Context: an optimization exercise on an open-source flow, tuned for small area. The choices shown serve that exercise and are no tape-out recipe.
The RTL was checked by simulation tests, not by an equivalence proof against the original design.
Power is estimated from default activity; no workload was simulated.

File: design.v
module rf_multiport #(
  parameter int unsigned DW      = 32,
  parameter int unsigned AW      = 5,
  parameter bit          ZERO_R0 = 1'b1,
  parameter logic [31:0] DBG_OFS = 32'h20
) (
  input  logic          clk,
  input  logic          rst,
  input  logic [AW-1:0] ra1,
  input  logic [AW-1:0] ra2,
  output logic [DW-1:0] rd1,
  output logic [DW-1:0] rd2,
  input  logic [AW-1:0] wa,
  input  logic [DW-1:0] wd,
  input  logic          we,
  input  logic          clr,
  output logic          busy,
  input  logic [AW-1:0] dbg_sel,
  output logic [DW-1:0] dbg_q
);
  localparam int unsigned Depth = 2 ** AW;    
  logic [AW:0] cnt_q;
  assign busy = cnt_q[AW];
  always_ff @(posedge clk) begin
    if (rst)       cnt_q <= '0;
    else if (busy) cnt_q <= cnt_q + 1'b1;
    else if (clr)  cnt_q <= {1'b1, {AW{1'b0}}};
  end
  logic          wr_en;
  logic [AW-1:0] waddr;
  logic          wgo;
  logic [DW-1:0] wdata;
  assign wr_en = we && !busy && !rst && (wa != '0);
  assign waddr = busy ? cnt_q[AW-1:0] : wa;
  assign wgo   = busy || (we && (wa != '0));
  assign wdata = (busy || rst) ? '0 : wd;
  logic [Depth-1:0] wsel;    
  logic [Depth-1:0] ld;      
  logic [Depth-1:0] ld_n;
  logic [DW-1:0]    mem_q [Depth];
  assign mem_q[0] = '0;
  assign wsel[0]  = 1'b0;
  assign ld[0]    = 1'b0;
  assign ld_n[0]  = 1'b1;
  for (genvar i = 1; i < Depth; i++) begin : g_ent
    assign wsel[i] = wr_en && (wa == AW'(i));
    assign ld[i]   = rst || (wgo && (waddr == AW'(i)));
    assign ld_n[i] = !ld[i];
    logic [DW-1:0] q, d;
    for (genvar b = 0; b < DW; b++) begin : g_bit
      rf_ao22 u_ld (.a1(ld[i]), .a2(wdata[b]), .b1(ld_n[i]), .b2(q[b]), .y(d[b]));
    end
    always_ff @(posedge clk) q <= d;
    assign mem_q[i] = q;
  end
  logic [Depth-1:0] s1, s2, sd;
  logic             b1, b2;
  for (genvar i = 0; i < Depth; i++) begin : g_sel
    assign s1[i] = (ra1 == AW'(i)) && !wsel[i];
    assign s2[i] = (ra2 == AW'(i)) && !wsel[i];
    assign sd[i] = (dbg_sel == AW'(i));
  end
  assign b1 = wr_en && (ra1 == wa);
  assign b2 = wr_en && (ra2 == wa);
  logic [DW-1:0] dr;
  for (genvar b = 0; b < DW; b++) begin : g_rd
    logic [Depth-1:0] m;
    for (genvar i = 0; i < Depth; i++) begin : g_m
      assign m[i] = mem_q[i][b];
    end
    rf_sel32 u_rd1 (.s(s1[Depth-1:1]), .m(m[Depth-1:1]), .sx(b1),   .mx(wd[b]), .y(rd1[b]));
    rf_sel32 u_rd2 (.s(s2[Depth-1:1]), .m(m[Depth-1:1]), .sx(b2),   .mx(wd[b]), .y(rd2[b]));
    rf_sel31 u_dbg (.s(sd[Depth-1:1]), .m(m[Depth-1:1]),                        .y(dr[b]));
  end
  assign dbg_q = dr + DW'(DBG_OFS);
endmodule
module rf_sel32 (
  input  logic [30:0] s,
  input  logic [30:0] m,
  input  logic        sx,
  input  logic        mx,
  output logic        y
);
  logic [11:0] g;
  for (genvar j = 0; j < 10; j++) begin : g_a
    rf_aoi222 u (.a1(s[3*j]), .a2(m[3*j]), .b1(s[3*j+1]), .b2(m[3*j+1]),
                 .c1(s[3*j+2]), .c2(m[3*j+2]), .y(g[j]));
  end
  rf_nand2 u_l (.a(s[30]), .b(m[30]), .y(g[10]));
  rf_nand2 u_x (.a(sx), .b(mx), .y(g[11]));
  rf_or12n u_o (.g(g), .y(y));
endmodule
module rf_sel31 (
  input  logic [30:0] s,
  input  logic [30:0] m,
  output logic        y
);
  logic [10:0] g;
  for (genvar j = 0; j < 10; j++) begin : g_a
    rf_aoi222 u (.a1(s[3*j]), .a2(m[3*j]), .b1(s[3*j+1]), .b2(m[3*j+1]),
                 .c1(s[3*j+2]), .c2(m[3*j+2]), .y(g[j]));
  end
  rf_nand2 u_l (.a(s[30]), .b(m[30]), .y(g[10]));
  rf_or11n u_o (.g(g), .y(y));
endmodule
module rf_or12n (
  input  logic [11:0] g,
  output logic        y
);
  logic [2:0] h;
  rf_nand4 u_0 (.a(g[0]), .b(g[1]), .c(g[2]),  .d(g[3]),  .y(h[0]));
  rf_nand4 u_1 (.a(g[4]), .b(g[5]), .c(g[6]),  .d(g[7]),  .y(h[1]));
  rf_nand4 u_2 (.a(g[8]), .b(g[9]), .c(g[10]), .d(g[11]), .y(h[2]));
  rf_or3   u_3 (.a(h[0]), .b(h[1]), .c(h[2]), .y(y));
endmodule
module rf_or11n (
  input  logic [10:0] g,
  output logic        y
);
  logic [2:0] h;
  rf_nand4 u_0 (.a(g[0]), .b(g[1]), .c(g[2]), .d(g[3]), .y(h[0]));
  rf_nand4 u_1 (.a(g[4]), .b(g[5]), .c(g[6]), .d(g[7]), .y(h[1]));
  rf_nand3 u_2 (.a(g[8]), .b(g[9]), .c(g[10]), .y(h[2]));
  rf_or3   u_3 (.a(h[0]), .b(h[1]), .c(h[2]), .y(y));
endmodule
module rf_ao22 (input logic a1, a2, b1, b2, output logic y);
  assign y = (a1 & a2) | (b1 & b2);
endmodule
module rf_aoi222 (input logic a1, a2, b1, b2, c1, c2, output logic y);
  assign y = !((a1 & a2) | (b1 & b2) | (c1 & c2));
endmodule
module rf_nand2 (input logic a, b, output logic y);
  assign y = !(a & b);
endmodule
module rf_nand3 (input logic a, b, c, output logic y);
  assign y = !(a & b & c);
endmodule
module rf_nand4 (input logic a, b, c, d, output logic y);
  assign y = !(a & b & c & d);
endmodule
module rf_or3 (input logic a, b, c, output logic y);
  assign y = a | b | c;
endmodule
File: config.mk
export PLATFORM = sky130hd
export DESIGN_NAME = rf_multiport
export DESIGN_NICKNAME = rf_multiport
export VERILOG_FILES = /design/flow/design.v
export SDC_FILE = /design/flow/constraint.sdc
export NUM_CORES = 4
export LEC_CHECK = 0
export CAP_MARGIN = 20
export CORE_MARGIN = 2
export CORE_UTILIZATION = 40
export SLEW_MARGIN = 20
export SYNTH_HIERARCHICAL = 1
File: constraint.sdc
create_clock -name core_clock -period 10.0 [get_ports {clk}]
set_input_delay 2.0000 -clock core_clock [delete_from_list [all_inputs] [get_ports {clk}]]
set_output_delay 2.0000 -clock core_clock [all_outputs]
set_load 0.01 [all_outputs]
File: run.sh
#!/bin/bash
# synth_recipe.tcl (not shown) runs the flow's synth.tcl, then flattens the netlist and writes it again
# the make line also repeats each setting of config.mk as NAME=value (left out here)
make -C /OpenROAD-flow-scripts/flow DESIGN_CONFIG=/design/flow/config.mk WORK_HOME=/design/flow/orfs CLKGATE_MAP_FILE= SYNTH_SCRIPT=/design/flow/synth_recipe.tcl finish
==> impl_results.md, run 1 <==
* Status: finished clean
* Layout Nets at 4427
* Hold crit path type: reg -> reg
* Number of CTS-inserted buffers at 108
* Area delta synth->final at 21.04%
* Initial antenna violation count at 51
* Pleak at 19.07 nW
* CTS Hold Bufs at 0
* Max IR drop VDD at 0.1348 mV
* Synth unique cells at 43
* Data required, critical path at 8.00 ns
* Clk sinks at 998
* Setup-failing EPs final at 0
* Synthesized flop and latch total at 998
* Commonest non-fill, non-tap cells in the layout: dfxtp_1 (998), a22o_1 (992), a222oi_1 (960)
* Mapped cell area at 43920 um2
* Slew @ Worst Pin at 1.203 ns
* Final worst path period share at 0.9411
* Crit path max fanout at 20
* Max Slew Vio Count at 0
* Clock Latency Late Sink at 0.74 ns
* Maxcap violations at 0
* TritonCTS clock tree: built
* CTS root buf: clkbuf_16
* Dpl hpwl at 150200 um
* Initial core utilization at 0.4035
* Total gr overflow at 0
* Worst path arrival time at 7.41 ns
* TNS Setup at 0 ns
* Post-layout min period at 9.411 ns
* 1st-iter DRT viols at 16710
* Cell Rows at 121
* Clock Tree Buf Depth at 3
* Post-DR wirelength/cell at 44.31 um
* Syn_area_per_cell at 11.08 um2
* Die ar. at 112500 um2
* Setup CP Type: in -> out
* RSZ-0062 raised after global routing: no
* CP Launch Type: input pin
* H-tree depth at 3
* Total setup buffers inserted after CTS at 0
* Max_slew headroom at 0.1961
* WHS at 0.5252 ns
* Area leader, netlist: dfxtp_1
* WL final at 261100 um
* Post-synth ARST share at 0
* Post-synth top area share at 0.4549
* First-pass GRT wire length at 358900 um
* Fmax at 0.1063 GHz
* Hold Vio Cnt, Final at 0
* Routability cong. at 0.9782
* Vias per cell at 8.689
* Die width at 335.4 um
* Number of gates resized after cts at 0
* ANT nets after route at 0
* CP Capture Type: output port
* CORE AREA at 108900 um2
* Layout cell share with drive strength beyond 1 at 0.1179
* Post-synth EDFFs at 0
* Port bufs at 152
* Register area share after synthesis at 0.4549
* Total track usage at 0.4394
* Pin count of the biggest net entering global routing at 42
* Vias post-DR at 51200
* Pwr dens at 193.4 nW/um2
* Most used flip-flop cell after synthesis: dfxtp_1
* Vias in the first global route at 45820
* Cell count after synthesis at 3964
* Drt pass-1 iters at 22
* # DRC at 0
* Worst clock skew at 0.02787 ns
* Largest cells by area after synthesis: dfxtp_1 (45%), a222oi_1 (22%), a22o_1 (20%), nand4_1 (3.8%), nand2_1 (1.6%)
* Die Y at 335.4 um
* Most common cell after layout, fill and taps aside: dfxtp_1
* Mapped Nets at 4022
* YS warnings at 8
* Clock Pin Slew Worst Setup and Hold Paths at 0.06 ns
* IO Pins at 153
flip-flops by register name, summed over array words and instances, names as in the netlist:
name     count
g_ent.q    992
cnt_q        6
power breakdown:
group	switching [mW]	internal (mW)
combinational	0.912	0.482
clock	1.78	2.47
sequential	0.349	4.29
layer usage:
layer | routed length [um] | up-vias | share of wire | GRT usage
met5 | 310 | - | 0.0012 | 0.03040
met2 | 98840 | 5808 | 0.38 | 0.5925
met4 | 25670 | 32 | 0.098 | 0.3195
met1 | 87440 | 24150 | 0.33 | 0.5368
li1 | - | 19590 | - | -
met3 | 48790 | 1614 | 0.19 | 0.2096
cells in the mapped netlist (4+ instances only):
| master | count |
|---|---|
| and2_1 | 34 |
| a31oi_1 | 9 |
| inv_1 | 13 |
| nor2_1 | 72 |
| or3_1 | 100 |
| nand2_1 | 184 |
| clkbuf_1 | 26 |
| buf_2 | 10 |
| nor3_1 | 60 |
| nand3_1 | 53 |
| nand4_1 | 267 |
| a222oi_1 | 960 |
| a22o_1 | 992 |
| nor2b_1 | 4 |
| nor4_1 | 16 |
| nand2b_1 | 21 |
| a21o_1 | 23 |
| buf_4 | 7 |
| nand3b_1 | 11 |
| o21ai_1 | 7 |
| xor2_1 | 8 |
| or2_2 | 8 |
| buf_6 | 4 |
| a21oi_1 | 27 |
| dfxtp_1 | 998 |
| xnor2_1 | 27 |
Yosys stat by module, one instance, submodules excluded, excerpt:
module	flops+latches	area, um2	cells inside	times used
rf_nand4	0	6.256	1	256
rf_nand2	0	3.754	1	160
rf_nand3	0	5.005	1	32
rf_aoi222	0	10.01	1	960
rf_ao22	0	8.758	1	992
rf_multiport	998	22660	1468	1
path summary, 6_finish.rpt:
path,start,end,slack [ns],depth (start not counted)
max,dbg_sel[0],dbg_q[20],0.59,12
max reg2reg,cnt_q[5]$_SDFF_PP0_,g_ent[30].q[8]$_DFF_P_,6.56,8
min,g_ent[26].q[9]$_DFF_P_,g_ent[26].q[9]$_DFF_P_,0.53,1
min reg2reg,g_ent[26].q[9]$_DFF_P_,g_ent[26].q[9]$_DFF_P_,0.53,1
through the flow:
step	setup WS, ns	instances	power, mW	area, um2	util
after global routing	0.6818	5874	10.44	53120	0.4880
after CTS	0.8900	5866	10.14	53080	0.4876
after detailed placement	0.8941	5672	5.994	49390	0.4537
after floorplan	2.119	3964	5.256	43920	-
final	0.5888	5892	10.28	53170	0.4884
after global placement	0.9121	5672	5.979	49390	0.4537
cell families after synthesis:
logic type               count (synthesis)  synth area share
AO/OA/AOI/OAI                         2024            0.4268
XOR/XNOR                                35          0.006979
adder cells (fa/ha/maj)                  2         0.0005696
buffers and inverters                   60          0.006694
flip-flops                             998            0.4549
multiplexers                             1         0.0002279
AND/OR/NAND/NOR                        844            0.1039
worst max-delay path, cell delays in order:
cell	delay, ns
clkdlybuf4s50_1	0.80
or3_1	0.68
nor2_4	0.80
buf_4	0.39
a222oi_1	0.13
nand4_1	0.29
or3_1	0.35
nand4_1	0.26
nor4_2	0.67
nand4_1	0.20
xnor2_1	0.24
clkdlybuf4s50_1	0.58
cell type report:
class | count | area, um2
repair buffers | 342 | 3003
clock inverters | 39 | 533.0
clock buffers | 155 | 3153
diodes | 25 | 62.56
multi-input cells | 2906 | 24620
fillers | 9893 | 55690
well taps | 1414 | 1769
flip-flops and latches | 998 | 19980
inverters | 13 | 48.80
==> run 2, diff against run 1 <==
--- a/design.v
+++ b/design.v
@@ -27,27 +27,21 @@
     else if (clr)  cnt_q <= {1'b1, {AW{1'b0}}};
   end
-  logic          wr_en;
-  logic [AW-1:0] waddr;
-  logic          wgo;
-  logic [DW-1:0] wdata;
-  assign wr_en = we && !busy && !rst && (wa != '0);
-  assign waddr = busy ? cnt_q[AW-1:0] : wa;
-  assign wgo   = busy || (we && (wa != '0));
-  assign wdata = (busy || rst) ? '0 : wd;
+  logic             wr_en;
   logic [Depth-1:0] wsel;    
-  logic [Depth-1:0] ld;      
+  logic [Depth-1:0] zsel;    
   logic [Depth-1:0] ld_n;
   logic [DW-1:0]    mem_q [Depth];
+  assign wr_en = we && !busy && !rst;
   assign mem_q[0] = '0;
   assign wsel[0]  = 1'b0;
-  assign ld[0]    = 1'b0;
+  assign zsel[0]  = 1'b0;
   assign ld_n[0]  = 1'b1;
   for (genvar i = 1; i < Depth; i++) begin : g_ent
     assign wsel[i] = wr_en && (wa == AW'(i));
-    assign ld[i]   = rst || (wgo && (waddr == AW'(i)));
-    assign ld_n[i] = !ld[i];
+    assign zsel[i] = rst || (busy && (cnt_q[AW-1:0] == AW'(i)));
+    assign ld_n[i] = !(wsel[i] || zsel[i]);
     logic [DW-1:0] q, d;
     for (genvar b = 0; b < DW; b++) begin : g_bit
-      rf_ao22 u_ld (.a1(ld[i]), .a2(wdata[b]), .b1(ld_n[i]), .b2(q[b]), .y(d[b]));
+      rf_ao22 u_ld (.a1(wsel[i]), .a2(wd[b]), .b1(ld_n[i]), .b2(q[b]), .y(d[b]));
     end
     always_ff @(posedge clk) q <= d;
@@ -61,6 +55,6 @@
     assign sd[i] = (dbg_sel == AW'(i));
   end
-  assign b1 = wr_en && (ra1 == wa);
-  assign b2 = wr_en && (ra2 == wa);
+  assign b1 = wr_en && (ra1 == wa) && (wa != '0);
+  assign b2 = wr_en && (ra2 == wa) && (wa != '0);
   logic [DW-1:0] dr;
   for (genvar b = 0; b < DW; b++) begin : g_rd
==> flow/run.sh (new file) <==
#!/bin/bash
# The standard layout (standard synthesis included), with two changes:
# - the port buffers are the smallest buffer rather than the flow's default pick;
# - the clock tree uses small clock buffers in small sink clusters, without dummy loads.
# make's full output goes to flow_make.log here; each ORFS step logs under orfs/logs/.
set -euo pipefail
cd "$(dirname "$0")/.."
bash standard.sh \
  "BUFFER_PORTS_ARGS=-buffer_cell sky130_fd_sc_hd__buf_1" \
  "CTS_ARGS=-sink_clustering_enable -repair_clock_nets -dont_use_dummy_load -buf_list {sky130_fd_sc_hd__clkbuf_4 sky130_fd_sc_hd__clkbuf_8} -sink_clustering_size 16 -sink_clustering_max_diameter 50" \
  finish > flow_make.log 2>&1
==> standard.sh (new file) <==
#!/bin/bash
# synth_recipe.tcl (not shown) runs the flow's synth.tcl, then flattens the netlist and writes it again
# the make line also repeats each setting of config.mk as NAME=value (left out here)
make -C /OpenROAD-flow-scripts/flow DESIGN_CONFIG=/design/flow/config.mk WORK_HOME=/design/flow/orfs CLKGATE_MAP_FILE= SYNTH_SCRIPT=/design/flow/synth_recipe.tcl "${@:-finish}"
--- a/config.mk
+++ b/config.mk
@@ -7,4 +7,6 @@
 export LEC_CHECK = 0
 export CAP_MARGIN = 20
+export CELL_PAD_IN_SITES_DETAIL_PLACEMENT = 1
+export CELL_PAD_IN_SITES_GLOBAL_PLACEMENT = 1
 export CORE_MARGIN = 2
 export CORE_UTILIZATION = 40
removed: run.sh
==> run 2 against run 1 <==
Compared with the run above: still clean; worst setup slack improved by 0.44 ns; non-clock buffer count is 21 higher; clock power decreased by 36%; clock skew up 0.080 ns; count of clock-buffer cells in the layout is 22 lower; die area is 0.80% lower; design area down 5.3%; via count shrank 0.59%; first-iteration DRC count down 21%; final cell count shrank 2.1%.
==> impl_results.md, run 2 <==
* Pleak at 17.13 nW
* TNS Setup at 0 ns
* Hold Vio Cnt, Final at 0
* Max IR drop VDD at 0.1151 mV
* Layout Nets at 4403
* CTS Hold Bufs at 0
* Mapped cell area at 43570 um2
* Setup CP Type: in -> out
* Number of gates resized after cts at 0
* Vias post-DR at 50890
* WL final at 276300 um
* Final worst path period share at 0.8972
* Switching Share at 0.2775
* Hold Path Stages at 1
* Clk sinks at 998
* Total track usage at 0.4727
* TritonCTS clock tree: built
* Post-synth ARST share at 0
* Register area at 19980 um2
* Pin count of the biggest net entering global routing at 40
* Area delta synth->final at 15.53%
* Die width at 334.0 um
* Data required, critical path at 8.00 ns
* H-tree depth at 4
* Register name with the most flops: g_ent.q
* Regs by FF count: g_ent.q x992, cnt_q x6
* Mapped Nets at 3945
* Fillers at 11650
* RSZ-0062 raised after global routing: no
* Number of CTS-inserted buffers at 133
* 1st-iter DRT viols at 13180
* Post-layout min period at 8.972 ns
* Syn_area_per_cell at 11.22 um2
* Hold Crit Start: g_ent[31].q[14]$_DFF_P_
* Fmax at 0.1115 GHz
* Multi-input logic area at 24500 um2
* Initial core utilization at 0.4019
* Hold crit path type: reg -> reg
* Synth unique cells at 39
* Synthesized flop and latch total at 998
* Count leader, synth: dfxtp_1
* Post-DR wirelength/cell at 47.90 um
* First-pass GRT wire length at 378500 um
* YS warnings at 8
* Dpl hpwl at 159700 um
* Drt pass-1 iters at 15
* R2r startpoint: cnt_q[5]$_SDFF_PP0_
* Comb pwr share at 0.075
* Post-synth EDFFs at 0
* Psw at 2.019 mW
* Worst setup slack after layout at 1.028 ns
* Most common cell after layout, fill and taps aside: dfxtp_1
* Vias per cell at 8.823
* Slew @ Worst Pin at 1.221 ns
* Final core utilization at 0.4643
* CP Launch Type: input pin
* CTS root buf: clkbuf_8
* Status: finished clean
* IO Pins at 153
* Max Slew Vio Count at 0
* Total setup buffers inserted after CTS at 0
* Sequential share of power at 0.553
* Area leader, netlist: dfxtp_1
* ANT nets after route at 0
* Reg-to-Reg End: g_ent[12].q[6]$_DFF_P_
* Routability cong. at 0.9344
* Worst path arrival time at 6.97 ns
* Die Y at 334.0 um
* Clock Pin Slew Worst Setup and Hold Paths at 0.06 ns
* Worst clock skew at 0.1079 ns
* Vias in the first global route at 47960
* Post-Place Worst Slack at 1.411 ns
* CORE AREA at 108400 um2
* Max_slew headroom at 0.1842
* Pint at 5.257 mW
* Layout cell share with drive strength beyond 1 at 0.1249
* Cell count after synthesis at 3882
* Post-synth top area share at 0.4586
* Port bufs at 152
* Commonest cells post-synth: dfxtp_1 (998), a22o_1 (992), a222oi_1 (960), nand4_1 (271), nand2_1 (184)
* Register area share after synthesis at 0.4586
* Largest cells by area after synthesis: dfxtp_1 (46%), a222oi_1 (22%), a22o_1 (20%), nand4_1 (3.9%), nand2_1 (1.6%)
* # DRC at 0
* Maxcap violations at 0
* Most used flip-flop cell after synthesis: dfxtp_1
* Cell Rows at 121
* Clock Latency Late Sink at 0.87 ns
* Total gr overflow at 0
* Crit path max fanout at 22
* FF-to-FF path depth at 7
* Initial antenna violation count at 26
* Setup-failing EPs final at 0
* Clock Tree Buf Depth at 3
* Die ar. at 111600 um2
* Non-Filler Instances at 5768
* Clock share of power at 0.372
* R2R Setup Slk at 6.52 ns
* Post-Place Cells at 5619
* Max FFs per register at 992
* Pwr dens at 144.6 nW/um2
* CP Capture Type: output port
* Commonest non-fill, non-tap cells in the layout: dfxtp_1 (998), a22o_1 (992), a222oi_1 (960)
* Worst Hold End: g_ent[31].q[14]$_DFF_P_
## run 2: changes by cell type after synthesis, sizes merged, moves of 9 or more
cell	change
and2	-32
nor3	+12
a21o	-23
a211oi	+18
a311oi	+9
a21oi	-25
nor2	-13
buf	-9
a31oi	-9
## run 2: kinds of logic (layout without fill, tap and decap cells)
logic type | after synthesis | after routing | share of synthesized area
fa+ha+maj | 7 | 7 | 0.002010
compound gates | 1987 | 1987 | 0.4261
flops | 998 | 998 | 0.4586
buf+inv | 45 | 501 | 0.004710
simple gates | 809 | 809 | 0.1013
mux | 1 | 1 | 0.0002298
other cells | 0 | 16 | 0
xor+xnor | 35 | 35 | 0.007036
## run 2: routing by layer
metal | track usage | vias to the layer above | wire length, um
met5 | 0.003908 | - | 214
met1 | 0.6063 | 25200 | 100600
met3 | 0.1789 | 1283 | 43600
met2 | 0.6445 | 5055 | 107300
met4 | 0.3373 | 20 | 24630
li1 | - | 19340 | -
## run 2: cell type report
| class | count | area share |
|---|---|---|
| repair buffers | 363 | 0.04358 |
| clock buffers | 133 | 0.03637 |
| inverters | 5 | 0.0003729 |
| diodes | 16 | 0.0007955 |
| multi-input cells | 2839 | 0.4868 |
| flip-flops and latches | 998 | 0.3969 |
| well taps | 1414 | 0.03515 |
## run 2: metrics by stage
step                instance area (um2)  hold WS, ns  power (mW)
floorplan                         43570       0.4815       4.261
global placement                  48450       0.4980       4.611
detailed placement                48460       0.5066       4.615
CTS                               50290       0.5265       7.233
global route                      50300       0.5414       7.406
finish                            50330       0.5263       7.276
## run 2: how the worst max path moves through the flow
stage	start	endpoint	slack, ns
finish	dbg_sel[0]	dbg_q[29]	1.03
global route	dbg_sel[0]	dbg_q[27]	0.93
CTS	dbg_sel[0]	dbg_q[29]	1.39
detailed placement	dbg_sel[0]	dbg_q[29]	1.41
global placement	dbg_sel[0]	dbg_q[29]	1.49
floorplan	rst	rd1[0]	1.41
## run 2: worst max-delay path: stages
cell      delay (ns)
buf_1           0.68
nand3_1         0.42
nor2_4          1.02
a222oi_1        0.21
nand4_1         0.22
or3_1           0.41
nand4_1         0.42
nor4_1          0.97
nand3_1         0.20
xnor2_1         0.22
buf_1           0.17
## run 2: per-module statistics from Yosys (local to each module, per instance), excerpt
| module | cell area (um2) | cells inside |
|---|---|---|
| rf_multiport | 22310 | 1386 |
| rf_aoi222 | 10.01 | 1 |
| rf_ao22 | 8.758 | 1 |
| rf_nand4 | 6.256 | 1 |
| rf_or3 | 6.256 | 1 |
| rf_nand3 | 5.005 | 1 |
| rf_nand2 | 3.754 | 1 |
## run 2: power by group through the flow
stage | clock network, mW | logic [mW] | registers, mW
final | 2.71 | 0.544 | 4.02
after global routing | 2.85 | 0.529 | 4.02
after CTS | 2.71 | 0.505 | 4.02
after detailed placement | 0 | 0.504 | 4.11
after global placement | 0 | 0.501 | 4.11
after floorplan | 0 | 0.158 | 4.10
==> run 3, diff against run 2 <==
--- a/design.v
+++ b/design.v
@@ -28,17 +28,26 @@
   end
   logic             wr_en;
-  logic [Depth-1:0] wsel;    
-  logic [Depth-1:0] zsel;    
+  logic [3:0]       wpa;      
+  logic [7:0]       wpb;      
+  logic [Depth-1:0] wsel;     
+  logic [Depth-1:0] wsel_n;
+  logic [Depth-1:0] zsel_n;   
   logic [Depth-1:0] ld_n;
   logic [DW-1:0]    mem_q [Depth];
   assign wr_en = we && !busy && !rst;
+  for (genvar j = 0; j < 4; j++) begin : g_wpa
+    assign wpa[j] = (wa[1:0] == 2'(j));
+  end
+  for (genvar j = 0; j < 8; j++) begin : g_wpb
+    assign wpb[j] = wr_en && (wa[4:2] == 3'(j));
+  end
   assign mem_q[0] = '0;
   assign wsel[0]  = 1'b0;
-  assign zsel[0]  = 1'b0;
-  assign ld_n[0]  = 1'b1;
+  assign wsel_n[0] = 1'b1;
   for (genvar i = 1; i < Depth; i++) begin : g_ent
-    assign wsel[i] = wr_en && (wa == AW'(i));
-    assign zsel[i] = rst || (busy && (cnt_q[AW-1:0] == AW'(i)));
-    assign ld_n[i] = !(wsel[i] || zsel[i]);
+    assign wsel_n[i] = !(wpa[i%4] && wpb[i/4]);
+    assign zsel_n[i] = !(rst || (busy && (cnt_q[AW-1:0] == AW'(i))));
+    rf_and2 u_ld  (.a(wpa[i%4]),  .b(wpb[i/4]),  .y(wsel[i]));
+    rf_and2 u_ldn (.a(wsel_n[i]), .b(zsel_n[i]), .y(ld_n[i]));
     logic [DW-1:0] q, d;
     for (genvar b = 0; b < DW; b++) begin : g_bit
@@ -48,13 +57,30 @@
     assign mem_q[i] = q;
   end
+  logic [3:0]       pa1, pa2, pad;
+  logic [7:0]       pb1, pb2, pbd;
   logic [Depth-1:0] s1, s2, sd;
   logic             b1, b2;
-  for (genvar i = 0; i < Depth; i++) begin : g_sel
-    assign s1[i] = (ra1 == AW'(i)) && !wsel[i];
-    assign s2[i] = (ra2 == AW'(i)) && !wsel[i];
-    assign sd[i] = (dbg_sel == AW'(i));
+  for (genvar j = 0; j < 4; j++) begin : g_pa
+    assign pa1[j] = (ra1[1:0] == 2'(j));
+    assign pa2[j] = (ra2[1:0] == 2'(j));
+    assign pad[j] = (dbg_sel[1:0] == 2'(j));
   end
-  assign b1 = wr_en && (ra1 == wa) && (wa != '0);
-  assign b2 = wr_en && (ra2 == wa) && (wa != '0);
+  for (genvar j = 0; j < 8; j++) begin : g_pb
+    assign pb1[j] = (ra1[4:2] == 3'(j));
+    assign pb2[j] = (ra2[4:2] == 3'(j));
+    assign pbd[j] = (dbg_sel[4:2] == 3'(j));
+  end
+  for (genvar i = 1; i < Depth; i++) begin : g_sel
+    rf_and3 u_s1 (.a(pa1[i%4]), .b(pb1[i/4]), .c(wsel_n[i]), .y(s1[i]));
+    rf_and3 u_s2 (.a(pa2[i%4]), .b(pb2[i/4]), .c(wsel_n[i]), .y(s2[i]));
+    rf_and2 u_sd (.a(pad[i%4]), .b(pbd[i/4]),                .y(sd[i]));
+  end
+  assign s1[0] = 1'b0;
+  assign s2[0] = 1'b0;
+  assign sd[0] = 1'b0;
+  logic wr_nz;
+  assign wr_nz = wr_en && (wa != '0);
+  rf_and2 u_b1 (.a(wr_nz), .b(ra1 == wa), .y(b1));
+  rf_and2 u_b2 (.a(wr_nz), .b(ra2 == wa), .y(b2));
   logic [DW-1:0] dr;
   for (genvar b = 0; b < DW; b++) begin : g_rd
@@ -124,4 +150,10 @@
   assign y = !((a1 & a2) | (b1 & b2) | (c1 & c2));
 endmodule
+module rf_and2 (input logic a, b, output logic y);
+  assign y = a & b;
+endmodule
+module rf_and3 (input logic a, b, c, output logic y);
+  assign y = a & b & c;
+endmodule
 module rf_nand2 (input logic a, b, output logic y);
   assign y = !(a & b);
==> run 3 against run 2 <==
Compared with the run above: first-iteration DRC count down 12%; non-clock buffer count down 77; power down 2.3%; highest routed layer unchanged; die area up 0.66%; combinational power down 3%; clock power down 6%.
==> impl_results.md, run 3 <==
* Register area share after synthesis at 0.4555
* R2r startpoint: cnt_q[5]$_SDFF_PP0_
* Setup CP Type: in -> out
* TNS Setup at 0 ns
* Sequential share of power at 0.566
* Max_slew headroom at 0.1147
* Cell mode on critical path: buf_1
* Clock Tree Buf Depth at 3
* CP Capture Type: output port
* Register name with the most flops: g_ent.q
* CORE AREA at 108900 um2
* Post-layout min period at 8.288 ns
* Vias post-DR at 51140
* Status: finished clean
* Hold Vio Cnt, Final at 0
* Hold Path Stages at 1
* Most common cell after layout, fill and taps aside: dfxtp_1
* CP cell instances: buf_1 > nor3b_1 > nand2b_1 > nor2_1 > nand2_1 > and3_2 > a222oi_1 > nand4_1 > or3_1 > buf_1
* Total gr overflow at 0
* Initial antenna violation count at 29
* Psw at 1.982 mW
* Worst path arrival time at 6.29 ns
* YS warnings at 8
* Final worst path period share at 0.8288
* # DRC at 0
* Die width at 335.1 um
* Post-DR wirelength/cell at 49.95 um
* Synthesized flop and latch total at 998
* Data required, critical path at 8.00 ns
* Commonest non-fill, non-tap cells in the layout: dfxtp_1 (998), a22o_1 (992), a222oi_1 (960)
* Die Y at 335.1 um
* Pin count of the biggest net entering global routing at 38
* Fmax at 0.1207 GHz
* Vias per cell at 8.914
* Clock share of power at 0.360
* Most used flip-flop cell after synthesis: dfxtp_1
* Clock Latency Late Sink at 0.88 ns
* Clock Pin Slew Worst Setup and Hold Paths at 0.05 ns
* Family with the most delay on the worst path: simple AND/OR/NAND/NOR gates
* Port bufs at 152
* Worst clock skew at 0.06903 ns
* Routability cong. at 0.9530
* Post-synth ARST share at 0
* Clk sinks at 998
* Largest cells by area after synthesis: dfxtp_1 (46%), a222oi_1 (22%), a22o_1 (20%), nand4_1 (3.8%), nand2_1 (1.8%)
* Switching Share at 0.2787
* CTS root buf: clkbuf_8
* Dpl hpwl at 154500 um
* 1st-iter DRT viols at 11640
* Crit-path slowest cell: nand4_1
* Pint at 5.130 mW
* CP max stage delay at 0.79 ns
* Syn_area_per_cell at 11.17 um2
* Buf/Inv on CP at 2
* First-pass GRT wire length at 386100 um
* CTS Hold Bufs at 0
* Drt pass-1 iters at 13
* Count leader, synth: dfxtp_1
* H-tree depth at 3
* Reg-to-Reg End: g_ent[29].q[28]$_DFF_P_
* TritonCTS clock tree: built
* Area delta synth->final at 11.91%
* Synth unique cells at 39
* Hold Crit Start: g_ent[8].q[18]$_DFF_P_
* Max Slew Vio Count at 0
* Cell count after synthesis at 3926
* Post-synth EDFFs at 0
* Cell Rows at 121
* Setup-failing EPs final at 0
* Area leader, netlist: dfxtp_1
* Total track usage at 0.4845
* Pleak at 17.16 nW
* WL final at 286600 um
* Mapped Nets at 3989
* Slew @ Worst Pin at 1.328 ns
* Max FFs per register at 992
* Total setup buffers inserted after CTS at 0
* Regs by FF count: g_ent.q x992, cnt_q x6
* Layout cell share with drive strength beyond 1 at 0.1041
* Total power at 7.112 mW
* Hold crit path type: reg -> reg
* RSZ-0062 raised after global routing: no
* Die ar. at 112300 um2
* Post-synth top area share at 0.4555
* Pwr dens at 144.9 nW/um2
* Crit path max fanout at 32
* Number of gates resized after cts at 0
* Number of CTS-inserted buffers at 121
* IO Pins at 153
* Layout Nets at 4370
* FF-to-FF path depth at 6
* Initial core utilization at 0.4029
* ANT nets after route at 0
* Max IR drop VDD at 0.08721 mV
* CP Launch Type: input pin
* Maxcap violations at 0
* Vias in the first global route at 48420
* Worst Hold End: g_ent[8].q[18]$_DFF_P_
* Comb pwr share at 0.074
* Mapped cell area at 43860 um2
* R2R Setup Slk at 6.67 ns
* Commonest cells post-synth: dfxtp_1 (998), a22o_1 (992), a222oi_1 (960), nand4_1 (263), nand2_1 (206)
run 3: cell type report:
class / count / area (um2)
clock buffers: 121 / 1665
fillers: 11830 / 59770
multi-input cells: 2895 / 23950
inverters: 5 / 18.77
well taps: 1414 / 1769
diodes: 18 / 45.04
repair buffers: 286 / 1655
flip-flops and latches: 998 / 19980
run 3: stage by stage:
step / setup slack [ns] / hold WS (ns) / util / instance area [um2] / instances
floorplan: 3.415 / 0.4815 / - / 43860 / 3926
detailed placement: 2.119 / 0.5081 / 0.4346 / 47310 / 5596
global placement: 2.278 / 0.5004 / 0.4344 / 47290 / 5595
finish: 1.712 / 0.5265 / 0.4509 / 49080 / 5737
CTS: 2.101 / 0.5263 / 0.4499 / 48970 / 5717
global route: 1.686 / 0.5431 / 0.4506 / 49050 / 5724
run 3: power groups by stage:
stage	Sequential [mW]	Combinational [mW]	Clock [mW]
6_report	4.02	0.527	2.56
5_1_grt	4.02	0.504	2.71
4_1_cts	4.02	0.480	2.56
3_5_place_dp	4.11	0.480	0
3_3_place_gp	4.11	0.476	0
2_1_floorplan	4.10	0.154	0
run 3: how the worst max path moves through the flow:
stage | from | to | slack, ns | cells after the start
finish | rst | rd2[0] | 1.71 | 10
floorplan | dbg_sel[4] | dbg_q[29] | 3.41 | 10
CTS | dbg_sel[2] | dbg_q[31] | 2.10 | 12
global placement | dbg_sel[0] | dbg_q[23] | 2.28 | 13
detailed placement | dbg_sel[2] | dbg_q[31] | 2.12 | 12
global route | rst | rd2[0] | 1.69 | 10
run 3: logic make-up after synthesis:
family,Yosys count,synth area share
buf+inv,33,0.003281
fa+ha+maj,7,0.001997
xor+xnor,35,0.006989
compound gates,1989,0.4218
flops,998,0.4555
mux,1,0.0002282
simple gates,863,0.1101
run 3: routing by layer:
| metal | vias up | routed length [um] | share of wire | track usage |
|---|---|---|---|---|
| li1 | 19260 | - | - | - |
| met1 | 25430 | 102600 | 0.36 | 0.6028 |
| met2 | 5072 | 110200 | 0.38 | 0.6458 |
| met3 | 1354 | 46800 | 0.16 | 0.2111 |
| met4 | 28 | 26630 | 0.093 | 0.3794 |
| met5 | - | 296 | 0.0010 | 0.01086 |
run 3: modules after synthesis, one instance, submodules excluded, excerpt:
module / cell area (um2) / copies in the design / flops+latches / cells inside
rf_nand3: 5.005 / 32 / 0 / 1
rf_nand2: 3.754 / 160 / 0 / 1
rf_nand4: 6.256 / 256 / 0 / 1
rf_multiport: 21620 / 1 / 998 / 1273
rf_or3: 6.256 / 96 / 0 / 1
rf_and2: 6.256 / 95 / 0 / 1
rf_and3: 6.256 / 62 / 0 / 1
rf_ao22: 8.758 / 992 / 0 / 1
rf_aoi222: 10.01 / 960 / 0 / 1
==> run 4, diff against run 3 <==
--- a/config.mk
+++ b/config.mk
@@ -11,4 +11,5 @@
 export CORE_MARGIN = 2
 export CORE_UTILIZATION = 40
+export PLACE_DENSITY = 0.7
 export SLEW_MARGIN = 20
 export SYNTH_HIERARCHICAL = 1
==> run 4 against run 3 <==
Compared with the run above: still clean on timing, DRC and antenna; sequential power hardly changed; via count is 0.13% higher; count of clock-buffer cells in the layout is 8 lower; first-iteration DRC count is 15% higher; sequential cell count stayed put; critical path depth is 1 higher; highest routed layer unchanged.
==> impl_results.md, run 4 <==
* Status: finished clean
* Total gr overflow at 0
* Hold Crit Start: g_ent[14].q[24]$_DFF_P_
* H-tree depth at 3
* # DRC at 0
* Layout cell share with drive strength beyond 1 at 0.09371
* ANT nets after route at 0
* 1st-iter DRT viols at 13380
* Crit path max fanout at 32
* Register area share after synthesis at 0.4555
* Hold Path Stages at 1
* Fillers at 11800
* Clock Latency Late Sink at 0.87 ns
* Initial antenna violation count at 35
* Fmax at 0.1182 GHz
* CORE AREA at 108900 um2
* Pwr dens at 143.6 nW/um2
* R2r startpoint: cnt_q[5]$_SDFF_PP0_
* First-pass GRT wire length at 364500 um
* Post-synth EDFFs at 0
* Post-synth ARST share at 0
* TritonCTS clock tree: built
* Max_slew headroom at 0.08594
* Area delta synth->final at 11.09%
* Final core utilization at 0.4476
* Final worst path period share at 0.8461
* Clock Pin Slew Worst Setup and Hold Paths at 0.07 ns
* Vias in the first global route at 48080
* Slew @ Worst Pin at 1.371 ns
* R2R Setup Slk at 6.73 ns
* Clk sinks at 998
* Number of CTS-inserted buffers at 113
* Area leader, netlist: dfxtp_1
* Setup CP Type: in -> out
* Post-DR wirelength/cell at 46.71 um
* Count leader, synth: dfxtp_1
* Max Slew Vio Count at 0
* YS warnings at 8
* Worst Hold End: g_ent[14].q[24]$_DFF_P_
* Cell count after synthesis at 3926
* Pin count of the biggest net entering global routing at 39
* Vias post-DR at 51210
* Routability cong. at 0.9235
* Mapped Nets at 3989
* Regs by FF count: g_ent.q x992, cnt_q x6
* Pleak at 16.90 nW
* Total setup buffers inserted after CTS at 0
* Initial core utilization at 0.4029
* Most common cell after layout, fill and taps aside: dfxtp_1
* RSZ-0062 raised after global routing: no
* Die Y at 335.1 um
* Die ar. at 112300 um2
* Register name with the most flops: g_ent.q
* FF-to-FF path depth at 6
* Maxcap violations at 0
* Layout Nets at 4323
* WL final at 266100 um
* Most used flip-flop cell after synthesis: dfxtp_1
* CTS Hold Bufs at 0
* Worst clock skew at 0.04968 ns
* Mapped cell area at 43860 um2
* TNS Setup at 0 ns
* CTS root buf: clkbuf_8
* Synth unique cells at 39
* Post-layout min period at 8.461 ns
* Reg-to-Reg End: g_ent[29].q[6]$_DFF_P_
* CP Launch Type: input pin
* Setup-failing EPs final at 0
* Cell Rows at 121
* Setup crit start: dbg_sel[1]
* Clock Tree Buf Depth at 3
* Vias per cell at 8.990
* Die width at 335.1 um
* Max IR drop VDD at 0.1032 mV
* Post-synth top area share at 0.4555
* Data required, critical path at 8.00 ns
* Total track usage at 0.4490
* Max FFs per register at 992
* Commonest cells post-synth: dfxtp_1 (998), a22o_1 (992), a222oi_1 (960), nand4_1 (263), nand2_1 (206)
* Dpl hpwl at 144300 um
* Port bufs at 152
* Syn_area_per_cell at 11.17 um2
* Worst path arrival time at 6.46 ns
* Number of gates resized after cts at 0
* Drt pass-1 iters at 17
* Commonest non-fill, non-tap cells in the layout: dfxtp_1 (998), a22o_1 (992), a222oi_1 (960)
* CP Capture Type: output port
* Hold crit path type: reg -> reg
* Largest cells by area after synthesis: dfxtp_1 (46%), a222oi_1 (22%), a22o_1 (20%), nand4_1 (3.8%), nand2_1 (1.8%)
* Synthesized flop and latch total at 998
* Hold Vio Cnt, Final at 0
* IO Pins at 153
==> run 4: layer usage <==
layer	GRT usage	up-vias	wire length, um
li1	-	19180	-
met5	0.02388	-	403
met2	0.5944	5472	100700
met4	0.3558	22	26210
met1	0.5416	24990	91410
met3	0.2238	1544	47350
==> run 4: power by group <==
part | switching [mW] | internal, mW
logic | 0.430 | 0.0705
registers | 0.0273 | 4.00
clock network | 1.48 | 0.993
total | 1.94 | 5.06
==> run 4: how the worst max path moves through the flow <==
stage                 to  slack (ns)  cells after the start
4_1_cts        dbg_q[30]        1.94                     11
5_1_grt        dbg_q[31]        1.55                     12
6_report       dbg_q[30]        1.54                     11
3_3_place_gp   dbg_q[30]        2.04                     11
3_5_place_dp   dbg_q[30]        1.94                     11
2_1_floorplan  dbg_q[29]        3.41                     10
==> run 4: cell type report <==
class                   count  area, um2  area share
inverters                   5      18.77   0.0003852
repair buffers            247       1394     0.02861
flip-flops and latches    998      19980      0.4100
well taps                1414       1769     0.03631
multi-input cells        2895      23950      0.4915
diodes                     24      60.06    0.001233
clock buffers             113       1555     0.03192
==> run 4: critical path, cell delays in order <==
cell,delay (ns)
buf_1,0.24
nor2b_1,0.47
and2_2,1.05
a222oi_1,0.25
nand4_1,0.42
or3_1,0.33
nand4_1,0.41
nor4_1,0.70
nand4_1,0.22
xnor2_1,0.18
buf_1,0.17
==> run 4: Yosys stat by module, one instance, submodules excluded, a selection <==
module	area (um2)	cells inside	flip-flops and latches
rf_multiport	21620	1273	998
rf_aoi222	10.01	1	0
rf_or3	6.256	1	0
rf_nand4	6.256	1	0
rf_and2	6.256	1	0
rf_nand3	5.005	1	0
rf_nand2	3.754	1	0
==> run 4: per-stage QoR <==
step	setup slack, ns	cells	area (um2)	power (mW)	hold WS (ns)
final	1.540	5696	48720	6.996	0.5292
after global routing	1.549	5676	48670	7.112	0.5439
after CTS	1.938	5668	48560	6.914	0.5241
after detailed placement	1.940	5555	47010	4.564	0.5081
after global placement	2.044	5554	46980	4.556	0.4960
after floorplan	3.415	3926	43860	4.257	0.4815
==> run 4: logic make-up after synthesis <==
kind of cell / after synthesis / synth area share
AOI/OAI and AO/OA: 1989 / 0.4218
DFF: 998 / 0.4555
and+or+nand+nor: 863 / 0.1101
xor gates and xnor gates: 35 / 0.006989
buffers and inverters: 33 / 0.003281
adders and majority gates: 7 / 0.001997
muxes: 1 / 0.0002282
==> run 5, diff against run 4 <==
--- a/config.mk
+++ b/config.mk
@@ -10,5 +10,5 @@
 export CELL_PAD_IN_SITES_GLOBAL_PLACEMENT = 1
 export CORE_MARGIN = 2
-export CORE_UTILIZATION = 40
+export CORE_UTILIZATION = 50
 export PLACE_DENSITY = 0.7
 export SLEW_MARGIN = 20
==> run 5 against run 4 <==
Compared with the run above: critical endpoint unchanged; first-iteration DRC count is 2.0% higher; synthesized area unchanged; still clean on timing, DRC and antenna; global-route usage increased by 9.2 points; sequential cell count did not move; combinational power fell by 3%; critical path type unchanged; die area is 20% lower.
==> impl_results.md, run 5 <==
* Hold crit path type: reg -> reg
* Post-synth top area share at 0.4555
* FF-to-FF path depth at 6
* Maxcap violations at 0
* Fmax at 0.1180 GHz
* RSZ-0062 raised after global routing: no
* Total gr overflow at 0
* Crit path max fanout at 32
* Layout Nets at 4302
* Sequential share of power at 0.576
* Pin count of the biggest net entering global routing at 39
* Clock Tree Buf Depth at 3
* Register area share after synthesis at 0.4555
* Placed cell areas at 46510 um2
* Most used flip-flop cell after synthesis: dfxtp_1
* Crit-path slowest cell: and2_2
* Commonest cells post-synth: dfxtp_1 (998), a22o_1 (992), a222oi_1 (960), nand4_1 (263), nand2_1 (206)
* Total track usage at 0.5411
* Synthesized flop and latch total at 998
* Design area at 48190 um2
* Pwr dens at 145.0 nW/um2
* YS warnings at 8
* Cell Rows at 108
* Drt pass-1 iters at 17
* H-tree depth at 3
* Synth unique cells at 39
* IO Pins at 153
* Cell count after synthesis at 3926
* Routability cong. at 0.9747
* Mapped cell area at 43860 um2
* Comb pwr share at 0.070
* Pint at 5.083 mW
* Setup-failing EPs final at 0
* Max IR drop VDD at 0.1604 mV
* # DRC at 0
* Cell mode on critical path: nand4_1
* Initial antenna violation count at 26
* Commonest non-fill, non-tap cells in the layout: dfxtp_1 (998), a22o_1 (992), a222oi_1 (960)
* Data required, critical path at 8.00 ns
* Vias post-DR at 51060
* Area leader, netlist: dfxtp_1
* Max_slew headroom at 0.08094
* Slew @ Worst Pin at 1.379 ns
* Worst path arrival time at 6.48 ns
* Switching Share at 0.2729
* 1st-iter DRT viols at 13650
* Vias in the first global route at 47870
* CTS root buf: clkbuf_8
* Syn_area_per_cell at 11.17 um2
* Worst Hold End: g_ent[2].q[1]$_DFF_P_
* Dpl hpwl at 139300 um
* Mapped Nets at 3989
* CP Launch Type: input pin
* Initial core utilization at 0.5048
* Layout cell share with drive strength beyond 1 at 0.08780
* Clk sinks at 998
* Clock Pin Slew Worst Setup and Hold Paths at 0.07 ns
* Post-synth EDFFs at 0
* Worst clock skew at 0.1229 ns
* Count leader, synth: dfxtp_1
* Hold Vio Cnt, Final at 0
* CTS Hold Bufs at 0
* Most common cell after layout, fill and taps aside: dfxtp_1
* CP max stage delay at 1.10 ns
* CP Capture Type: output port
* CORE AREA at 86890 um2
* R2r startpoint: cnt_q[5]$_SDFF_PP0_
* WL final at 256500 um
* Max Slew Vio Count at 0
* Clock Latency Late Sink at 0.86 ns
* Psw at 1.907 mW
* Die width at 300.2 um
* Total setup buffers inserted after CTS at 0
* First-pass GRT wire length at 354200 um
* Port bufs at 152
* Number of gates resized after cts at 0
* TNS Setup at 0 ns
* ANT nets after route at 0
* Regs by FF count: g_ent.q x992, cnt_q x6
* Post-DR wirelength/cell at 47.42 um
* Clock share of power at 0.355
* Number of CTS-inserted buffers at 116
* Vias per cell at 9.438
* Area delta synth->final at 9.879%
* Largest cells by area after synthesis: dfxtp_1 (46%), a222oi_1 (22%), a22o_1 (20%), nand4_1 (3.8%), nand2_1 (1.8%)
* Hold Path Stages at 1
* Final worst path period share at 0.8475
* R2R Setup Slk at 6.73 ns
* Post-synth ARST share at 0
* Reg-to-Reg End: g_ent[13].q[27]$_DFF_P_
* Pleak at 16.74 nW
* Hold Crit Start: g_ent[2].q[1]$_DFF_P_
* Post-layout min period at 8.475 ns
* Die Y at 300.2 um
* Register name with the most flops: g_ent.q
* Die ar. at 90100 um2
* Setup CP Type: in -> out
* TritonCTS clock tree: built
* Status: finished clean
* Max FFs per register at 992
* CP cell instances: buf_1 > nor2b_1 > and2_2 > a222oi_1 > nand4_1 > or3_1 > nand4_1 > nor4_1 > nand4_1 > xnor2_1 > buf_1
[run 5: cell counts after synthesis]
No cell type changed its count.
[run 5: power groups by stage]
stage	Sequential (mW)	Combinational (mW)	Clock, mW
3_5_place_dp	4.11	0.437	0
3_3_place_gp	4.11	0.432	0
6_report	4.02	0.488	2.48
2_1_floorplan	4.10	0.154	0
4_1_cts	4.02	0.437	2.45
5_1_grt	4.03	0.466	2.61
[run 5: worst max path at each step]
stage	endpoint	startpoint	cells after the start	slack [ns]
4_1_cts	dbg_q[27]	dbg_sel[0]	12	2.00
3_5_place_dp	dbg_q[27]	dbg_sel[1]	12	2.02
2_1_floorplan	dbg_q[29]	dbg_sel[4]	10	3.41
6_report	dbg_q[30]	dbg_sel[0]	11	1.52
5_1_grt	dbg_q[30]	dbg_sel[0]	11	1.61
3_3_place_gp	dbg_q[29]	dbg_sel[0]	12	2.10
[run 5: metal layers]
metal | share of wire | wire length (um) | track usage | up-vias
met2 | 0.38 | 97150 | 0.7229 | 5723
met4 | 0.11 | 27270 | 0.4483 | 20
met3 | 0.18 | 46260 | 0.2375 | 1573
met1 | 0.33 | 85580 | 0.6625 | 24610
met5 | 0.0011 | 295 | 0.02116 | -
li1 | - | - | - | 19140
[run 5: cell type report]
| cell class | instances | area, um2 |
|---|---|---|
| inverters | 5 | 18.77 |
| multi-input cells | 2895 | 23980 |
| diodes | 18 | 45.04 |
| well taps | 1155 | 1445 |
| fillers | 9291 | 38700 |
| clock buffers | 116 | 1597 |
| repair buffers | 223 | 1129 |
| flip-flops and latches | 998 | 19980 |
[run 5: logic make-up after synthesis]
family          share of synthesized area
flops                              0.4555
compound gates                     0.4218
buf+inv                          0.003281
mux                             0.0002282
xor+xnor                         0.006989
simple gates                       0.1101
fa+ha+maj                        0.001997
[run 5: modules after synthesis, one instance, submodules excluded, a selection]
module | flip-flops and latches | times used | area, um2 | cells
rf_and2 | 0 | 95 | 6.256 | 1
rf_nand4 | 0 | 256 | 6.256 | 1
rf_multiport | 998 | 1 | 21620 | 1273
rf_and3 | 0 | 62 | 6.256 | 1
rf_nand2 | 0 | 160 | 3.754 | 1
rf_or3 | 0 | 96 | 6.256 | 1
rf_ao22 | 0 | 992 | 8.758 | 1
rf_nand3 | 0 | 32 | 5.005 | 1
rf_aoi222 | 0 | 960 | 10.01 | 1
[run 5: metrics by stage]
| step | worst slack [ns] | hold WS (ns) | util | power (mW) | cells |
|---|---|---|---|---|---|
| floorplan | 3.415 | 0.4815 | - | 4.257 | 3926 |
| global placement | 2.098 | 0.4991 | 0.5352 | 4.543 | 5276 |
| detailed placement | 2.017 | 0.5057 | 0.5352 | 4.548 | 5276 |
| CTS | 2.003 | 0.5236 | 0.5536 | 6.909 | 5392 |
| global route | 1.611 | 0.5435 | 0.5544 | 7.104 | 5401 |
| finish | 1.525 | 0.5272 | 0.5546 | 6.990 | 5410 |
[run 5: critical path: cells and delay by family]
kind / cells / cell delay (ns)
compound gates: 1 / 0.32
xor+xnor: 1 / 0.20
buf+inv: 2 / 0.32
simple gates: 7 / 3.62
==> run 6, diff against run 5 <==
--- a/flow/run.sh
+++ b/flow/run.sh
@@ -8,4 +8,4 @@
 bash standard.sh \
   "BUFFER_PORTS_ARGS=-buffer_cell sky130_fd_sc_hd__buf_1" \
-  "CTS_ARGS=-sink_clustering_enable -repair_clock_nets -dont_use_dummy_load -buf_list {sky130_fd_sc_hd__clkbuf_4 sky130_fd_sc_hd__clkbuf_8} -sink_clustering_size 16 -sink_clustering_max_diameter 50" \
+  "CTS_ARGS=-sink_clustering_enable -repair_clock_nets -dont_use_dummy_load -buf_list sky130_fd_sc_hd__clkbuf_4 -sink_clustering_size 10 -sink_clustering_max_diameter 35" \
   finish > flow_make.log 2>&1
==> run 6 against run 5 <==
Compared with the run above: highest routed layer unchanged; synthesized area did not move; critical endpoint is now dbg_q[27]; fmax rose by 0.38%; wire length rose by 0.21%; register-to-register slack got worse by 0.05 ns; critical path type unchanged; combinational power barely moved; still clean on timing, DRC and antenna; synthesized cell count did not move; clock power fell by 11%; via count rose by 0.91%; power fell by 3.8%; design area fell by 0.63%.
==> impl_results.md, run 6 <==
* CP cell instances: buf_1 > nor2b_1 > and2_2 > a222oi_1 > nand4_1 > or3_1 > ha_1 > nand3_2 > nor4_4 > nand3_1 > xnor2_1 > buf_1
* Cell count after synthesis at 3926
* Pleak at 16.69 nW
* Commonest cells post-synth: dfxtp_1 (998), a22o_1 (992), a222oi_1 (960), nand4_1 (263), nand2_1 (206)
* TNS Setup at 0 ns
* Hold crit path type: reg -> reg
* CP max stage delay at 1.08 ns
* Area delta synth->final at 9.189%
* Sequential share of power at 0.598
* WL final at 257100 um
* Dpl hpwl at 139300 um
* Design area at 47890 um2
* Number of gates resized after cts at 0
* First-pass GRT wire length at 355000 um
* Max IR drop VDD at 0.1147 mV
* Commonest non-fill, non-tap cells in the layout: dfxtp_1 (998), a22o_1 (992), a222oi_1 (960)
* Vias post-DR at 51520
* Count leader, synth: dfxtp_1
* Clk sinks at 998
* Comb pwr share at 0.073
* Clock Tree Buf Depth at 3
* Layout Nets at 4352
* Slew @ Worst Pin at 1.396 ns
* Mapped Nets at 3989
* # DRC at 0
* Synthesized flop and latch total at 998
* Die ar. at 90100 um2
* CTS root buf: clkbuf_4
* Max FFs per register at 992
* Post-layout min period at 8.443 ns
* Register area share after synthesis at 0.4555
* Final worst path period share at 0.8443
* CP Launch Type: input pin
* Buf/Inv on CP at 2
* Routability cong. at 0.9747
* Data required, critical path at 8.00 ns
* Mapped cell area at 43860 um2
* Cell Rows at 108
* Max Slew Vio Count at 0
* Pwr dens at 140.4 nW/um2
* Hold Vio Cnt, Final at 0
* Number of CTS-inserted buffers at 164
* Synth unique cells at 39
* Post-synth top area share at 0.4555
* RSZ-0062 raised after global routing: no
* Post-synth ARST share at 0
* WHS at 0.5324 ns
* Die width at 300.2 um
* Total track usage at 0.5437
* 1st-iter DRT viols at 14340
* Clock Pin Slew Worst Setup and Hold Paths at 0.06 ns
* Pin count of the biggest net entering global routing at 39
* Initial antenna violation count at 23
* Most used flip-flop cell after synthesis: dfxtp_1
* Post-synth EDFFs at 0
* Fmax at 0.1184 GHz
* Total setup buffers inserted after CTS at 0
* Syn_area_per_cell at 11.17 um2
* Total gr overflow at 0
* IO Pins at 153
* CP Capture Type: output port
* Setup CP Type: in -> out
* ANT nets after route at 0
* Crit-path slowest cell: and2_2
* Max_slew headroom at 0.06923
* Area leader, netlist: dfxtp_1
* Drt pass-1 iters at 23
* Vias per cell at 9.435
* Post-DR wirelength/cell at 47.07 um
* YS warnings at 8
* TritonCTS clock tree: built
* Die Y at 300.2 um
* Family with the most delay on the worst path: simple AND/OR/NAND/NOR gates
* Layout cell share with drive strength beyond 1 at 0.09844
* Worst path arrival time at 6.44 ns
* Vias in the first global route at 48260
* Crit path max fanout at 32
* CORE AREA at 86890 um2
* Port bufs at 152
* Switching Share at 0.2843
* H-tree depth at 4
* Status: finished clean
* CTS Hold Bufs at 0
* Cell mode on critical path: buf_1
* Psw at 1.911 mW
* Most common cell after layout, fill and taps aside: dfxtp_1
* Regs by FF count: g_ent.q x992, cnt_q x6
* Largest cells by area after synthesis: dfxtp_1 (46%), a222oi_1 (22%), a22o_1 (20%), nand4_1 (3.8%), nand2_1 (1.8%)
* Placed cell areas at 46510 um2
* Worst clock skew at 0.1396 ns
* Register name with the most flops: g_ent.q
* Maxcap violations at 0
* Setup-failing EPs final at 0
* Pint at 4.811 mW
* Initial core utilization at 0.5048
* Clock share of power at 0.329
* Clock Latency Late Sink at 1.23 ns
-- run 6: metrics by stage --
| stage | worst slack [ns] | cells | util | power, mW |
|---|---|---|---|---|
| after detailed placement | 2.017 | 5276 | 0.5352 | 4.548 |
| final | 1.557 | 5461 | 0.5511 | 6.722 |
| after global routing | 1.547 | 5451 | 0.5509 | 6.854 |
| after global placement | 2.098 | 5276 | 0.5352 | 4.543 |
| after CTS | 1.992 | 5440 | 0.5494 | 6.642 |
| after floorplan | 3.415 | 3926 | - | 4.257 |
-- run 6: modules after synthesis, one instance, submodules excluded, excerpt --
module	copies in the design	area [um2]
rf_and2	95	6.256
rf_and3	62	6.256
rf_ao22	992	8.758
rf_aoi222	960	10.01
rf_multiport	1	21620
rf_nand2	160	3.754
rf_nand3	32	5.005
rf_nand4	256	6.256
rf_or3	96	6.256
-- run 6: worst register-to-register path, cell delays in order, from the launching register on --
cell	delay [ns]
dfxtp_1	0.54
nor3b_1	0.49
nand2b_1	0.21
nor2_1	0.41
and2_2	0.74
buf_4	0.61
a22o_1	0.24
-- run 6: power groups by stage --
stage | Combinational (mW) | Clock, mW | Sequential [mW]
floorplan | 0.154 | 0 | 4.10
global placement | 0.432 | 0 | 4.11
finish | 0.489 | 2.21 | 4.02
global route | 0.467 | 2.36 | 4.03
detailed placement | 0.437 | 0 | 4.11
CTS | 0.437 | 2.19 | 4.02
-- run 6: kinds of logic after synthesis --
group,share of synthesized area
compound gates,0.4218
flops,0.4555
simple gates,0.1101
xor+xnor,0.006989
buf+inv,0.003281
fa+ha+maj,0.001997
mux,0.0002282
-- run 6: path summary, 6_finish.rpt --
| path | slack (ns) | to | startpoint | cells past startpoint |
|---|---|---|---|---|
| max reg2reg | 6.68 | g_ent[13].q[0]$_DFF_P_ | cnt_q[5]$_SDFF_PP0_ | 6 |
| min reg2reg | 0.53 | g_ent[16].q[10]$_DFF_P_ | g_ent[16].q[10]$_DFF_P_ | 1 |
| min | 0.53 | g_ent[16].q[10]$_DFF_P_ | g_ent[16].q[10]$_DFF_P_ | 1 |
| max | 1.56 | dbg_q[27] | dbg_sel[0] | 12 |
-- run 6: layout make-up --
class                   count  area [um2]
inverters                   5       18.77
diodes                     19       47.55
fillers                  9380       39000
flip-flops and latches    998       19980
clock buffers             164        1231
multi-input cells        2895       23980
well taps                1155        1445
repair buffers            225        1184
-- run 6: metal layers --
metal	track usage	vias up	wire length, um
met3	0.2523	1654	46280
met4	0.4621	24	27480
li1	-	19300	-
met5	0.01587	-	299
met1	0.6579	24780	85920
met2	0.7206	5774	97100
==> run 7, diff against run 6 <==
--- a/config.mk
+++ b/config.mk
@@ -10,6 +10,6 @@
 export CELL_PAD_IN_SITES_GLOBAL_PLACEMENT = 1
 export CORE_MARGIN = 2
-export CORE_UTILIZATION = 50
-export PLACE_DENSITY = 0.7
+export CORE_UTILIZATION = 55
+export PLACE_DENSITY = 0.72
 export SLEW_MARGIN = 20
 export SYNTH_HIERARCHICAL = 1
==> run 7 against run 6 <==
Compared with the run above: utilization grew 5.3 points; non-clock buffer count up 1; clock skew down 0.024 ns; count of clock-buffer cells in the layout down 1; wire length is 1.2% lower; power decreased by 0.32%; synthesized area stayed put; critical path type unchanged; largest power group unchanged.
==> impl_results.md, run 7 <==
* Status: finished clean
* Synth Area in Adders at 0.001997
* Max FFs per register at 992
* Data required, critical path at 8.00 ns
* Number of CTS-inserted buffers at 163
* Clock Tree Buf Depth at 3
* Register area at 19980 um2
* Sequential share of power at 0.600
* Placed cell areas at 46380 um2
* Commonest non-fill, non-tap cells in the layout: dfxtp_1 (998), a22o_1 (992), a222oi_1 (960)
* Vias in the first global route at 49360
* Crit path max fanout at 23
* Routability cong. at 1.033
* XOR/XNOR Fraction of Synth Area at 0.006989
* Total gr overflow at 0
* Die Y at 286.4 um
* TNS Setup at 0 ns
* Design area at 47710 um2
* Clock share of power at 0.327
* CTS Hold Bufs at 0
* Most used flip-flop cell after synthesis: dfxtp_1
* Buf/Inv on CP at 3
* Die width at 286.4 um
* 1st-iter DRT viols at 17020
* CP Launch Type: input pin
* Compound-Gate Fraction of Synth Area at 0.4218
* CTS root buf: clkbuf_4
* Total power at 6.700 mW
* Mapped Nets at 3989
* First-pass GRT wire length at 353600 um
* Post-Place Cells at 5174
* Clock Pin Slew Worst Setup and Hold Paths at 0.05 ns
* Met3 Usage GRT at 0.3231
* Layout Nets at 4352
* Area leader, netlist: dfxtp_1
* IO Pins at 153
* Family with the most delay on the worst path: simple AND/OR/NAND/NOR gates
* Slew @ Worst Pin at 1.429 ns
* Synthesized flop and latch total at 998
* Regs by FF count: g_ent.q x992, cnt_q x6
* Total track usage at 0.5906
* Crit-path slowest cell: nor4_2
* Hold Path Stages at 1
* Maxcap violations at 0
* Initial antenna violation count at 24
* Worst path arrival time at 6.56 ns
* Vias per cell at 9.761
* Post-synth ARST share at 0
* Most common cell after layout, fill and taps aside: dfxtp_1
* Hold crit path type: reg -> reg
* Drt pass-1 iters at 22
* # DRC at 0
* Area delta synth->final at 8.787%
* H-tree depth at 4
* Cell count after synthesis at 3926
* Non-Filler Instances at 5360
* GR Util met1 at 0.6990
* Fmax at 0.1168 GHz
* Clock Latency Late Sink at 1.18 ns
* Register area share after synthesis at 0.4555
* WL final at 254000 um
* Pin count of the biggest net entering global routing at 39
* Post-synthesis mux area share at 0.0002282
* CORE AREA at 79000 um2
* Comb pwr share at 0.073
* Psw at 1.896 mW
* Simple-gate portion of the synthesized area at 0.1101
* Setup CP Type: in -> out
* Max Slew Vio Count at 0
* Fillers at 8505
* Max IR drop VDD at 0.1046 mV
* Initial core utilization at 0.5552
* Layout cell share with drive strength beyond 1 at 0.09610
* Most Crowded Layer GR: met2
* TritonCTS clock tree: built
* Largest cells by area after synthesis: dfxtp_1 (46%), a222oi_1 (22%), a22o_1 (20%), nand4_1 (3.8%), nand2_1 (1.8%)
* Post-synth EDFFs at 0
* Total setup buffers inserted after CTS at 0
* Worst clock skew at 0.1157 ns
* Post-layout min period at 8.563 ns
* Grt met2 use at 0.7617
* Die ar. at 82020 um2
* Total stage count of the critical path at 12
* Cell mode on critical path: nand4_1
* Dpl hpwl at 139600 um
* Pwr dens at 140.4 nW/um2
* CP max stage delay at 0.87 ns
* Hold Vio Cnt, Final at 0
* Commonest cells post-synth: dfxtp_1 (998), a22o_1 (992), a222oi_1 (960), nand4_1 (263), nand2_1 (206)
* Mapped cell area at 43860 um2
* Pint at 4.805 mW
* Number of gates resized after cts at 0
* Synth unique cells at 39
* Post-DR wirelength/cell at 47.39 um
* Vias post-DR at 52320
* Max_slew headroom at 0.04709
* CP Capture Type: output port
* Clk sinks at 998
* Port bufs at 152
* Final worst path period share at 0.8563
* Count leader, synth: dfxtp_1
* Cell Rows at 103
* Syn_area_per_cell at 11.17 um2
* Setup-failing EPs final at 0
* Register name with the most flops: g_ent.q
* Pleak at 16.68 nW
* FF-to-FF path depth at 5
* Largest family of logic cells by synthesized area: compound AO/OA/AOI/OAI gates
* Switching Share at 0.2829
* CP cell instances: buf_1 > nor2b_1 > and2_2 > buf_4 > a222oi_1 > nand4_1 > or3_1 > nand4_1 > nor4_2 > nand4_1 > xnor2_1 > buf_1
* Multi-input logic area at 23970 um2
* RSZ-0062 raised after global routing: no
* ANT nets after route at 0
* Post-synth top area share at 0.4555
* YS warnings at 8
run 7: worst paths after layout:
| kind | slack [ns] | endpoint | startpoint |
|---|---|---|---|
| max | 1.44 | dbg_q[20] | dbg_sel[1] |
| min | 0.52 | g_ent[14].q[22]$_DFF_P_ | g_ent[14].q[22]$_DFF_P_ |
| max reg2reg | 6.83 | g_ent[27].q[14]$_DFF_P_ | cnt_q[5]$_SDFF_PP0_ |
| min reg2reg | 0.52 | g_ent[14].q[22]$_DFF_P_ | g_ent[14].q[22]$_DFF_P_ |
run 7: metal layers:
layer  routed length [um]  vias up
met4                29020       16
met3                49470     1963
li1                     -    19300
met1                81850    24800
met5                  239        -
met2                93410     6246
run 7: cell families (layout without fill, tap and decap cells):
family,after synthesis,count (layout)
compound gates,1989,1989
other cells,0,23
buf+inv,33,394
xor+xnor,35,35
flops,998,998
mux,1,1
simple gates,863,863
fa+ha+maj,7,7
run 7: power by group through the flow:
stage | clock network [mW] | registers [mW] | logic, mW
2_1_floorplan | 0 | 4.10 | 0.154
3_3_place_gp | 0 | 4.11 | 0.422
3_5_place_dp | 0 | 4.11 | 0.430
4_1_cts | 2.15 | 4.02 | 0.430
5_1_grt | 2.32 | 4.03 | 0.463
6_report | 2.19 | 4.02 | 0.488
run 7: per-module statistics from Yosys, one instance, submodules excluded, excerpt:
| module | flops+latches | area, um2 | times used |
|---|---|---|---|
| rf_nand3 | 0 | 5.005 | 32 |
| rf_and3 | 0 | 6.256 | 62 |
| rf_and2 | 0 | 6.256 | 95 |
| rf_ao22 | 0 | 8.758 | 992 |
| rf_nand2 | 0 | 3.754 | 160 |
| rf_nand4 | 0 | 6.256 | 256 |
| rf_aoi222 | 0 | 10.01 | 960 |
| rf_multiport | 998 | 21620 | 1 |
| rf_or3 | 0 | 6.256 | 96 |
run 7: area by class of cell:
type,instances,area share
tap,1050,0.02754
multi-input combinational,2895,0.5025
antenna,23,0.001206
inverter,5,0.0003934
clock buffer,163,0.02565
sequential,998,0.4187
timing repair buffer,226,0.02402
run 7: stage by stage:
step                      worst slack [ns]  hold WS, ns  utilization
after global routing                 1.513       0.5421       0.6034
after global placement               2.073       0.4979       0.5871
after CTS                            1.930       0.5264       0.6026
after floorplan                      3.415       0.4815            -
final                                1.437       0.5241       0.6040
after detailed placement             1.930       0.5073       0.5871

## re-timing with driven ports
No port has a modelled driver above. Below, the same layouts with a new extraction and two added sets of constraints.
Step 1 assumes that a clkbuf_16 drives the clock port and a buf_2 every other input.
Step 2 adds t to the input delays and takes it off the output delays; t is the mean of the earliest and latest rising clock arrival at the registers after step 1. Input paths then give back, and output paths get back, about the clock's delay inside the block.
Slacks: no drivers / after step 1 / after step 2; pairs: no drivers / after step 1.
run | shift t [ns] | setup WS [ns] | worst setup path after step 2 | latest minus earliest clock arrival (ns) | worst register clock-pin slew, ns
run 1 | 0.803 | 0.589 / 0.486 / 0.486 | input to output | 0.041 / 0.040 | 0.07 / 0.07
run 2 | 0.896 | 1.028 / 0.947 / 0.947 | input to output | 0.108 / 0.108 | 0.09 / 0.09
run 3 | 0.899 | 1.712 / 1.689 / 1.689 | input to output | 0.102 / 0.102 | 0.10 / 0.10
run 4 | 0.900 | 1.540 / 1.507 / 1.507 | input to output | 0.088 / 0.088 | 0.11 / 0.11
run 5 | 0.867 | 1.525 / 1.427 / 1.427 | input to output | 0.132 / 0.132 | 0.10 / 0.10
run 6 | 1.217 | 1.557 / 1.449 / 1.449 | input to output | 0.168 / 0.167 | 0.12 / 0.12
run 7 | 1.175 | 1.437 / 1.363 / 1.363 | input to output | 0.171 / 0.171 | 0.12 / 0.12
After both steps setup and hold are still met in every run listed. The setup slack of run 6, which loses most, moves by -0.108 ns with the drivers and by -0.108 ns with both steps.
